From an optimization exercise on the open Yosys and OpenROAD flow, aimed at a short achievable clock period and few clock cycles; shortcuts taken in it are not production practice. The RTL was checked by simulation tests, not by an equivalence proof against the original design. Power is estimated from default activity; no workload was simulated.

==> design/flow/design.v <==
module c16_registers (
   input  logic             clk,
   input  logic             rst_n,
   input  logic [6:0]       w_any,
   input  logic [6:0]       w1,
   input  logic [6:0]       w2n,
   input  logic [6:0]       w2s,
   input  logic [15:0]      r1,
   input  logic [15:0]      r2,
   input  logic [15:0]      r1x2,
   input  logic [2:0]       dbg_addr,
   output logic [6:0][15:0] regs,
   output logic [15:0]      dbg_value
);
   logic [6:0][15:0] regs_q;
   always_ff @(posedge clk) begin
      for (int i = 0; i < 7; i++) begin
         if (!rst_n) begin
            regs_q[i] <= '0;
         end else if (w_any[i]) begin
            regs_q[i] <= (r1 & {16{w1[i]}}) | (r2 & {16{w2n[i]}}) | (r1x2 & {16{w2s[i]}});
         end
      end
   end
   assign regs      = regs_q;
   assign dbg_value = (dbg_addr == 3'd7) ? 16'd0 : regs_q[dbg_addr];
endmodule
module c16_fetcher #(
   parameter int unsigned pc_width = 16
) (
   input  logic                clk,
   input  logic                rst_n,
   output logic [pc_width-1:0] fetch_addr,
   output logic                fetch_stall
);
   logic [pc_width-1:0] addr_q;
   always_ff @(posedge clk) begin
      if (!rst_n) begin
         addr_q <= '0;
      end else begin
         addr_q <= addr_q + 1'b1;
      end
   end
   assign fetch_addr  = addr_q;
   assign fetch_stall = 1'b0;
endmodule
module c16_queue #(
   parameter int width = 1,
   parameter bit clear = 1
) (
   input  logic             clk,
   input  logic             rst_n,
   input  logic [width-1:0] d,
   output logic [width-1:0] q
);
   logic [width-1:0] q_r;
   if (clear) begin : g_clear
      always_ff @(posedge clk) begin
         if (!rst_n) begin
            q_r <= '0;
         end else begin
            q_r <= d;
         end
      end
   end else begin : g_keep
      always_ff @(posedge clk) begin
         q_r <= d;
      end
   end
   assign q = q_r;
endmodule
module c16_decoder (
   input  logic        clk,
   input  logic        rst_n,
   input  logic [31:0] fetch_word,
   output logic        q_wr1,
   output logic [2:0]  q_rd1,
   output logic        q_wr2,
   output logic [2:0]  q_rd2,
   output logic        q_r2_norm,
   output logic        q_r2_shift,
   output logic [6:0]  q_w_any,
   output logic [6:0]  q_w1,
   output logic [6:0]  q_w2n,
   output logic [6:0]  q_w2s,
   output logic        q_cin1,
   output logic        q_ka,
   output logic        q_kb,
   output logic [6:0]  q_sel_a1,
   output logic [6:0]  q_sel_b1,
   output logic        q_inv_b1,
   output logic [15:0] q_imm_b1,
   output logic [6:0]  q_sel_x,
   output logic [6:0]  q_sel_y,
   output logic        q_inv_y,
   output logic [15:0] q_imm_y,
   output logic [6:0]  q_sel_z,
   output logic        q_inv_z,
   output logic [15:0] q_imm_z
);
   localparam logic [2:0] zero_reg = 3'd7;
   function automatic logic [6:0] onehot(input logic [2:0] idx);
      logic [6:0] v;
      v = '0;
      for (int i = 0; i < 7; i++) begin
         v[i] = (idx == 3'(i));
      end
      onehot = v;
   endfunction
   logic [15:0] i1, i2;
   logic        alu1, alu2, reg1, reg2, sub1, sub2, wr1, wr2;
   logic [2:0]  rd1, rd2, rs1, rs2, rt1, rt2;
   logic [15:0] imm1, imm2;
   logic        dep_x, dep_y, both;
   assign i1 = fetch_word[15:0];
   assign i2 = fetch_word[31:16];
   assign alu1 = (i1[15:13] == 3'd0);
   assign alu2 = (i2[15:13] == 3'd0);
   assign reg1 = i1[11];
   assign reg2 = i2[11];
   assign sub1 = i1[12];
   assign sub2 = i2[12];
   assign rd1  = i1[10:8];
   assign rd2  = i2[10:8];
   assign rs1  = i1[7:5];
   assign rs2  = i2[7:5];
   assign rt1  = i1[2:0];
   assign rt2  = i2[2:0];
   assign imm1 = {{11{i1[4]}}, i1[4:0]};
   assign imm2 = {{11{i2[4]}}, i2[4:0]};
   assign wr1  = alu1 && (rd1 != zero_reg);
   assign wr2  = alu2 && (rd2 != zero_reg);
   assign dep_x = wr1 && (rs2 == rd1);
   assign dep_y = wr1 && reg2 && (rt2 == rd1);
   assign both  = dep_x && dep_y;
   logic [6:0]  sel_a1, sel_b1, sel_x, sel_y, sel_z;
   logic        inv_b1, inv_y, inv_z;
   logic [15:0] imm_b1, imm_y, imm_z;
   logic        cin1, ka, kb;
   logic [6:0]  sel_b1n, sel_b2n;
   logic        inv_b1f, inv_b2f, inv_b1g;
   logic [15:0] imm_b1f, imm_b2f, imm_b1g;
   assign sel_b1n = reg1 ? onehot(rt1) : 7'd0;
   assign sel_b2n = reg2 ? onehot(rt2) : 7'd0;
   assign inv_b1f = reg1 & sub1;
   assign inv_b2f = reg2 & sub2;
   assign imm_b1f = reg1 ? 16'd0 : (imm1 ^ {16{sub1}});
   assign imm_b2f = reg2 ? 16'd0 : (imm2 ^ {16{sub2}});
   assign inv_b1g = reg1 & (sub1 ^ sub2);
   assign imm_b1g = reg1 ? 16'd0 : (imm1 ^ {16{sub1 ^ sub2}});
   assign sel_a1 = alu1 ? onehot(rs1) : 7'd0;
   assign sel_b1 = alu1 ? sel_b1n : 7'd0;
   assign inv_b1 = inv_b1f;
   assign imm_b1 = imm_b1f;
   assign cin1   = sub1;
   always_comb begin
      sel_x = alu2 ? onehot(rs2) : 7'd0;
      sel_y = alu2 ? sel_b2n : 7'd0;
      inv_y = inv_b2f;
      imm_y = imm_b2f;
      sel_z = '0;
      inv_z = 1'b0;
      imm_z = '0;
      ka    = 1'b0;
      kb    = sub2;
      if (dep_x && !dep_y) begin
         sel_x = onehot(rs1);
         sel_y = sel_b1n;
         inv_y = inv_b1f;
         imm_y = imm_b1f;
         sel_z = sel_b2n;
         inv_z = inv_b2f;
         imm_z = imm_b2f;
         ka    = sub1;
         kb    = sub2;
      end else if (dep_y && !dep_x) begin
         sel_y = onehot(rs1);
         inv_y = sub2;
         imm_y = '0;
         sel_z = sel_b1n;
         inv_z = inv_b1g;
         imm_z = imm_b1g;
         ka    = sub2 & ~sub1;
         kb    = sub2 | sub1;
      end else if (both) begin
         sel_x = '0;
         sel_y = '0;
         inv_y = 1'b0;
         imm_y = '0;
         kb    = 1'b0;
      end
   end
   logic [6:0] t1, t2, w_any, w1, w2n, w2s;
   assign t1    = wr1 ? onehot(rd1) : 7'd0;
   assign t2    = wr2 ? onehot(rd2) : 7'd0;
   assign w_any = t1 | t2;
   assign w1    = t1 & ~t2;
   assign w2n   = both ? 7'd0 : t2;
   assign w2s   = (both && !sub2) ? t2 : 7'd0;
   logic r2_norm, r2_shift;
   assign r2_norm  = !both;
   assign r2_shift = both && !sub2;
   c16_queue #(.width(38), .clear(1)) ctl_q (
      .clk   (clk),
      .rst_n (rst_n),
      .d     ({wr1, rd1, wr2, rd2, r2_norm, r2_shift, w_any, w1, w2n, w2s}),
      .q     ({q_wr1, q_rd1, q_wr2, q_rd2, q_r2_norm, q_r2_shift, q_w_any, q_w1, q_w2n, q_w2s})
   );
   c16_queue #(.width(89), .clear(0)) opd_q (
      .clk   (clk),
      .rst_n (rst_n),
      .d     ({cin1, ka, kb, sel_a1, sel_b1, inv_b1, imm_b1, sel_x,
               sel_y, inv_y, imm_y, sel_z, inv_z, imm_z}),
      .q     ({q_cin1, q_ka, q_kb, q_sel_a1, q_sel_b1, q_inv_b1, q_imm_b1, q_sel_x,
               q_sel_y, q_inv_y, q_imm_y, q_sel_z, q_inv_z, q_imm_z})
   );
endmodule
module c16_executor (
   input  logic            clk,
   input  logic            rst_n,
   input  logic [6:0][15:0] regs,
   input  logic            wr1,
   input  logic [2:0]      rd1,
   input  logic            wr2,
   input  logic [2:0]      rd2,
   input  logic            r2_norm,
   input  logic            r2_shift,
   input  logic            cin1,
   input  logic            ka,
   input  logic            kb,
   input  logic [6:0]      sel_a1,
   input  logic [6:0]      sel_b1,
   input  logic            inv_b1,
   input  logic [15:0]     imm_b1,
   input  logic [6:0]      sel_x,
   input  logic [6:0]      sel_y,
   input  logic            inv_y,
   input  logic [15:0]     imm_y,
   input  logic [6:0]      sel_z,
   input  logic            inv_z,
   input  logic [15:0]     imm_z,
   output logic [15:0]     r1,
   output logic [15:0]     r2,
   output logic [15:0]     r1x2,
   output logic [19:0]     wb_first,
   output logic [19:0]     wb_second
);
   function automatic logic [15:0] lane(
      input logic [6:0]       sel,
      input logic             inv,
      input logic [15:0]      imm,
      input logic [6:0][15:0] file
   );
      logic [15:0] v;
      v = '0;
      for (int i = 0; i < 7; i++) begin
         v = v | (file[i] & {16{sel[i]}});
      end
      lane = (v ^ {16{inv}}) | imm;
   endfunction
   logic [15:0] a1, b1, x, y, z, s, c;
   logic [16:0] sum1, sum2;
   assign a1 = lane(sel_a1, 1'b0, 16'd0, regs);
   assign b1 = lane(sel_b1, inv_b1, imm_b1, regs);
   assign x  = lane(sel_x, 1'b0, 16'd0, regs);
   assign y  = lane(sel_y, inv_y, imm_y, regs);
   assign z  = lane(sel_z, inv_z, imm_z, regs);
   assign s = x ^ y ^ z;
   assign c = {(x[14:0] & y[14:0]) | (x[14:0] & z[14:0]) | (y[14:0] & z[14:0]), ka};
   assign sum1 = {a1, 1'b1} + {b1, cin1};
   assign sum2 = {s, 1'b1} + {c, kb};
   assign r1   = sum1[16:1];
   assign r2   = sum2[16:1];
   assign r1x2 = {r1[14:0], 1'b0};
   logic [15:0] r2v;
   assign r2v = r2_norm ? r2 : (r2_shift ? r1x2 : 16'd0);
   logic        en1_q, en2_q;
   logic [2:0]  dest1_q, dest2_q;
   logic [15:0] val1_q, val2_q;
   always_ff @(posedge clk) begin
      if (!rst_n) begin
         en1_q <= 1'b0;
         en2_q <= 1'b0;
      end else begin
         en1_q <= wr1;
         en2_q <= wr2;
      end
      dest1_q <= rd1;
      dest2_q <= rd2;
      val1_q  <= r1;
      val2_q  <= r2v;
   end
   assign wb_first  = {en1_q, dest1_q, val1_q};
   assign wb_second = {en2_q, dest2_q, val2_q};
endmodule
module c16_top #(
   parameter int unsigned pc_width = 16
) (
   input  logic                clk,
   input  logic                rst_n,
   input  logic [31:0]         fetch_word,
   input  logic [2:0]          dbg_addr,
   output logic [pc_width-1:0] fetch_addr,
   output logic                fetch_stall,
   output logic [19:0]         wb_first,
   output logic [19:0]         wb_second,
   output logic [15:0]         dbg_value
);
   logic            wr1, wr2, r2_norm, r2_shift, cin1, ka, kb;
   logic [2:0]      rd1, rd2;
   logic [6:0]      w_any, w1, w2n, w2s;
   logic [6:0]      sel_a1, sel_b1, sel_x, sel_y, sel_z;
   logic            inv_b1, inv_y, inv_z;
   logic [15:0]     imm_b1, imm_y, imm_z;
   logic [15:0]     r1, r2, r1x2;
   logic [6:0][15:0] regs;
   c16_fetcher #(
      .pc_width (pc_width)
   ) fetcher_i (
      .clk         (clk),
      .rst_n       (rst_n),
      .fetch_addr  (fetch_addr),
      .fetch_stall (fetch_stall)
   );
   c16_decoder decoder_i (
      .clk        (clk),
      .rst_n      (rst_n),
      .fetch_word (fetch_word),
      .q_wr1      (wr1),
      .q_rd1      (rd1),
      .q_wr2      (wr2),
      .q_rd2      (rd2),
      .q_r2_norm  (r2_norm),
      .q_r2_shift (r2_shift),
      .q_w_any    (w_any),
      .q_w1       (w1),
      .q_w2n      (w2n),
      .q_w2s      (w2s),
      .q_cin1     (cin1),
      .q_ka       (ka),
      .q_kb       (kb),
      .q_sel_a1   (sel_a1),
      .q_sel_b1   (sel_b1),
      .q_inv_b1   (inv_b1),
      .q_imm_b1   (imm_b1),
      .q_sel_x    (sel_x),
      .q_sel_y    (sel_y),
      .q_inv_y    (inv_y),
      .q_imm_y    (imm_y),
      .q_sel_z    (sel_z),
      .q_inv_z    (inv_z),
      .q_imm_z    (imm_z)
   );
   c16_executor executor_i (
      .clk       (clk),
      .rst_n     (rst_n),
      .regs      (regs),
      .wr1       (wr1),
      .rd1       (rd1),
      .wr2       (wr2),
      .rd2       (rd2),
      .r2_norm   (r2_norm),
      .r2_shift  (r2_shift),
      .cin1      (cin1),
      .ka        (ka),
      .kb        (kb),
      .sel_a1    (sel_a1),
      .sel_b1    (sel_b1),
      .inv_b1    (inv_b1),
      .imm_b1    (imm_b1),
      .sel_x     (sel_x),
      .sel_y     (sel_y),
      .inv_y     (inv_y),
      .imm_y     (imm_y),
      .sel_z     (sel_z),
      .inv_z     (inv_z),
      .imm_z     (imm_z),
      .r1        (r1),
      .r2        (r2),
      .r1x2      (r1x2),
      .wb_first  (wb_first),
      .wb_second (wb_second)
   );
   c16_registers registers_i (
      .clk       (clk),
      .rst_n     (rst_n),
      .w_any     (w_any),
      .w1        (w1),
      .w2n       (w2n),
      .w2s       (w2s),
      .r1        (r1),
      .r2        (r2),
      .r1x2      (r1x2),
      .dbg_addr  (dbg_addr),
      .regs      (regs),
      .dbg_value (dbg_value)
   );
endmodule
==> design/flow/run.sh <==
#!/bin/bash
# synth_recipe.tcl (not shown) runs the flow's synth.tcl, then flattens the netlist and writes it again
# the make line also repeats each setting of config.mk as NAME=value (left out here)
make -C /OpenROAD-flow-scripts/flow DESIGN_CONFIG=/design/flow/config.mk WORK_HOME=/design/flow/orfs CLKGATE_MAP_FILE= SYNTH_SCRIPT=/design/flow/synth_recipe.tcl finish
==> design/flow/config.mk <==
export PLATFORM = sky130hd
export DESIGN_NAME = c16_top
export DESIGN_NICKNAME = c16_top
export VERILOG_FILES = /design/flow/design.v
export SDC_FILE = /design/flow/constraint.sdc
export NUM_CORES = 4
export LEC_CHECK = 0
export ABC_CLOCK_PERIOD_IN_PS = 2500
export CAP_MARGIN = 20
export CORE_MARGIN = 2
export CORE_UTILIZATION = 40
export SETUP_SLACK_MARGIN = 2.5
export SLEW_MARGIN = 20
==> design/flow/constraint.sdc <==
create_clock -name core_clock -period 5.5 [get_ports {clk}]
set_input_delay 1.1000 -clock core_clock [delete_from_list [all_inputs] [get_ports {clk}]]
set_output_delay 1.1000 -clock core_clock [all_outputs]
set_load 0.01 [all_outputs]
==> results.txt <==
-- cells by family after synthesis --
group,after synthesis
other,1
adder cells (fa/ha/maj),50
AND/OR/NAND/NOR,627
multiplexers,50
buffers and inverters,212
XOR/XNOR,108
flip-flops,262
AO/OA/AOI/OAI,661
-- power groups by stage --
stage / clock, W / sequential [W] / combinational (W)
after floorplan: 0 / 0.00204 / 0.000382
after global placement: 0 / 0.00208 / 0.000617
after detailed placement: 0 / 0.00208 / 0.000620
after CTS: 0.00205 / 0.00203 / 0.000777
after global routing: 0.00214 / 0.00204 / 0.000902
final: 0.00203 / 0.00203 / 0.000860
-- repair_timing --
item / CTS / global route
setup endpoints to repair: 205 / 175
pin swaps: 69 / 118
resized for setup: 281 / 137
cloned: 8 / 0
setup buffers: 66 / 43
-- final cells by class --
class,count,area [sq um]
Timing Repair Buffer,262,2950
Clock inverter,16,186
Tap cell,525,657
Sequential cell,262,5330
Inverter,28,109
Multi-Input combinational cell,1498,11500
Clock buffer,37,806
Fill cell,3637,18400
-- per-layer routing --
layer | GRT usage (%) | vias up | part of all wire [%]
met2 | 52.4 | 1341 | 44
met3 | 7.05 | 362 | 11
met1 | 42.2 | 8549 | 37
met5 | 0 | - | 0
met4 | 20.6 | 0 | 7.5
li1 | - | 7668 | -
-- path summary, 6_finish.rpt --
kind                                 from                      to  slack [ps]  cells past startpoint
hold reg to reg   decoder_i.ctl_q.q_r[32]   executor_i.dest2_q[2]         330                      0
setup / recovery  decoder_i.opd_q.q_r[23]  registers_i.regs_q[95]        1520                     14
setup reg to reg  decoder_i.opd_q.q_r[23]  registers_i.regs_q[95]        1520                     14
hold / removal    decoder_i.ctl_q.q_r[32]   executor_i.dest2_q[2]         330                      0
-- cells in the final DEF (no fill, tap or decap), types with 13 or more instances in the layout --
cell type and n:
dfxtp_4 13, a21oi_1 17, clkdlybuf4s50_1 86, buf_4 76, buf_6 55, nor2_1 129
a31oi_1 31, nand3_1 112, xor2_1 27, nand2_1 208, inv_1 23, nand2_2 14
mux2i_1 18, clkbuf_16 29, buf_12 25, a41oi_2 26, mux2_4 16, o21ai_0 127
a211oi_1 21, xnor2_1 62, nand2b_1 52, mux4_2 16, and3_1 20, and2_1 23
fa_1 13, dfxtp_1 220, a41oi_1 16, a22oi_1 183, dfxtp_2 29, a22o_1 13
o22ai_1 16, a222oi_1 94, a221oi_1 13, ha_4 19
-- sequential cells by signal, indices dropped and copies added, names as in the netlist --
name	flops
executor_i.dest2_q	3
decoder_i.opd_q.q_r	56
executor_i.en2_q	1
fetcher_i.addr_q	16
executor_i.dest1_q	3
decoder_i.ctl_q.q_r	38
registers_i.regs_q	112
executor_i.val1_q	16
executor_i.en1_q	1
executor_i.val2_q	16
-- through the flow --
step	instance area [sq um]	hold WS [ps]	power, W	setup WS (ps)
detailed placement	17700	318	0.00270	1060
global placement	17700	312	0.00269	1060
finish	21600	326	0.00492	1520
CTS	20500	327	0.00486	1570
floorplan	16600	310	0.00242	1910
global route	21600	331	0.00508	1380
==> impl_metrics.py <==
metrics = {
    "status": {
        "outcome": "finished clean",
    },
    "drt": {
        "vias_per_cell": 6.82,
        "dr.pass1.iters": 12,
        "post-route-drc-count": 0,
        "vias": 17900,
        "routed_wl_microns": 73300,
        "ant_nets": 0,
        "drt_iter0_drc": 2935,
        "wl_per_cell_microns": 27.9,
    },
    "sta": {
        "finalSetupViolations": 0,
        "tightest_slew_ps": 1200,
        "hold_violations": 0,
        "period_share_pct": 72.3,
        "fin_skew_ps": 29.8,
        "max_slew_margin_pct": 20.1,
        "rsz0062_at_grt": "true",
        "max_freq_ghz": 0.251,
        "layout_min_cycle_time_ps": 3980,
        "finalMaxSlewViolations": 0,
        "fin_setup_tns_ps": 0,
    },
    "global_route": {
        "grt_pass1_vias": 17100,
        "grt.overflow.total": 0,
        "grt_pass1_wl_microns": 108000,
        "antenna_found_initial": 0,
        "track_usage_pct": 33.5,
        "grt_max_degree": 84,
    },
    "synth": {
        "seq_area_frac_synth_pct": 32.3,
        "synth-seq-cells": 262,
        "post-synth-top-count-cell": "dfxtp_1",
        "synthTopCellsByArea": "dfxtp_1, a22oi_1, a222oi_1, nand2_1, o21ai_0",
        "synth_top_area_share_pct": 32.3,
        "yosys.area_share.simple_pct": 17.9,
        "synth_compound_area_share_pct": 29.7,
        "avgSynthCellArea_sq_um": 8.23,
        "postSynthCellCount": 1971,
        "synth-adder-area-share_pct": 4.64,
        "synth.area.mux_share_pct": 4.44,
        "ys.flop_type": "dfxtp_1",
        "synth_top_family_by_area": "compound AO/OA/AOI/OAI gates",
        "synth_area_sq_mm": 0.0162,
        "synth.distinct_cells": 64,
        "yosys-top-cells-count": "dfxtp_1, nand2_1, a22oi_1",
        "synth_xor_area_share_pct": 5.92,
        "ys_warn_count": 6,
        "synth_edf_count": 0,
        "async_reset_ff_share_pct": 0,
        "synth_fp_nets": 2058,
        "yosys.area.top_type": "dfxtp_1",
    },
    "setup_path": {
        "critPathTopFamily": "compound AO/OA/AOI/OAI gates",
        "path_buf_inv": 0,
        "crit_arrival_ps": 4450,
        "crit_type": "reg -> reg",
        "slowest_stage": "dfxtp_2",
        "crit_chain": "a22oi_1, nand3_1, xnor2_1, nand2b_1, fa_1, ha_4, nor2b_2, o31a_1, o211ai_1, a21oi_2, or4_4, nand3_2, a21boi_2, a211o_1",
        "critPathLaunchType": "register",
        "worstSetupEndpointType": "register",
        "max_stage_delay_ps": 650,
        "cp_data_required_time_ps": 5970,
        "worstPathMaxFanout": 16,
    },
    "layout": {
        "instances_no_fill": 2628,
        "num_antenna_cells": 0,
        "nNetsFinal": 2168,
        "drive_gt1_share_pct": 22.2,
        "post-route-util_pct": 54.0,
        "area_growth_pct": 32.9,
    },
    "power": {
        "switchingPower_w": 0.00139,
        "pwr_density_cell_mw_per_mm2": 228,
        "power.share.clock_pct": 41.2,
        "sw_frac_of_total_pct": 28.3,
        "irDropWorstVdd_mv": 0.226,
        "power.share.sequential_pct": 41.3,
        "p_leak_nw": 7.56,
        "comb_power_share_pct": 17.5,
        "p_int_w": 0.00353,
    },
    "cts": {
        "clk_latency_ps": 590,
        "cts_made_buffers": 29,
        "cts_max_path_buffers": 3,
        "clock-root-buffer": "clkbuf_16",
        "cts_tree": "built",
        "path_clk_slew_ps": 60,
        "htree_num_levels": 1,
        "cts.sinks": 262,
        "ctsHoldBuffers": 0,
    },
    "die": {
        "die_y_microns": 205,
        "die-area_sq_mm": 0.0422,
        "coreArea_sq_mm": 0.0399,
        "die_w_microns": 205,
        "io_pins": 110,
        "start_util_pct": 40.6,
        "rows": 73,
    },
    "placement": {
        "placedCellCount": 2457,
        "place_congestion": 0.966,
        "port_buffers": 108,
        "hpwl_microns": 48400,
    },
    "flow_run": {
        "drv_cap": 0,
    },
    "worst_hold_path": {
        "hp-class": "reg -> reg",
    },
}
Testbench counts, summed over its fixed seeds: cycles 9,050.

static timing again, ports no longer ideal:
The flow's constraints put no driver on any port. The routed layout listed below was extracted and timed again, unchanged, in two steps.
Step 1: set_driving_cell puts a clkbuf_16 on clk and a buf_2 on each other input, an assumption about the parent block.
Step 2 adds t to the input delays and takes it off the output delays; t is the mean of the earliest and latest rising clock arrival at the registers after step 1. Input paths then give back, and output paths get back, about the clock's delay inside the block.
Slacks: ideal / step 1 / step 2; pairs: ideal / step 1.
shift t [ns]: 0.629
setup WS [ns]: 1.521 / 1.521 / 1.521
worst hold slack (ns): 0.326 / 0.326 / 0.326
worst setup path at the end: register to register
pins driven straight from the clock port: 1
After both steps this run still meets setup and hold. The setup slack of this run moves by 0.000 ns with the drivers and by 0.000 ns with both steps.
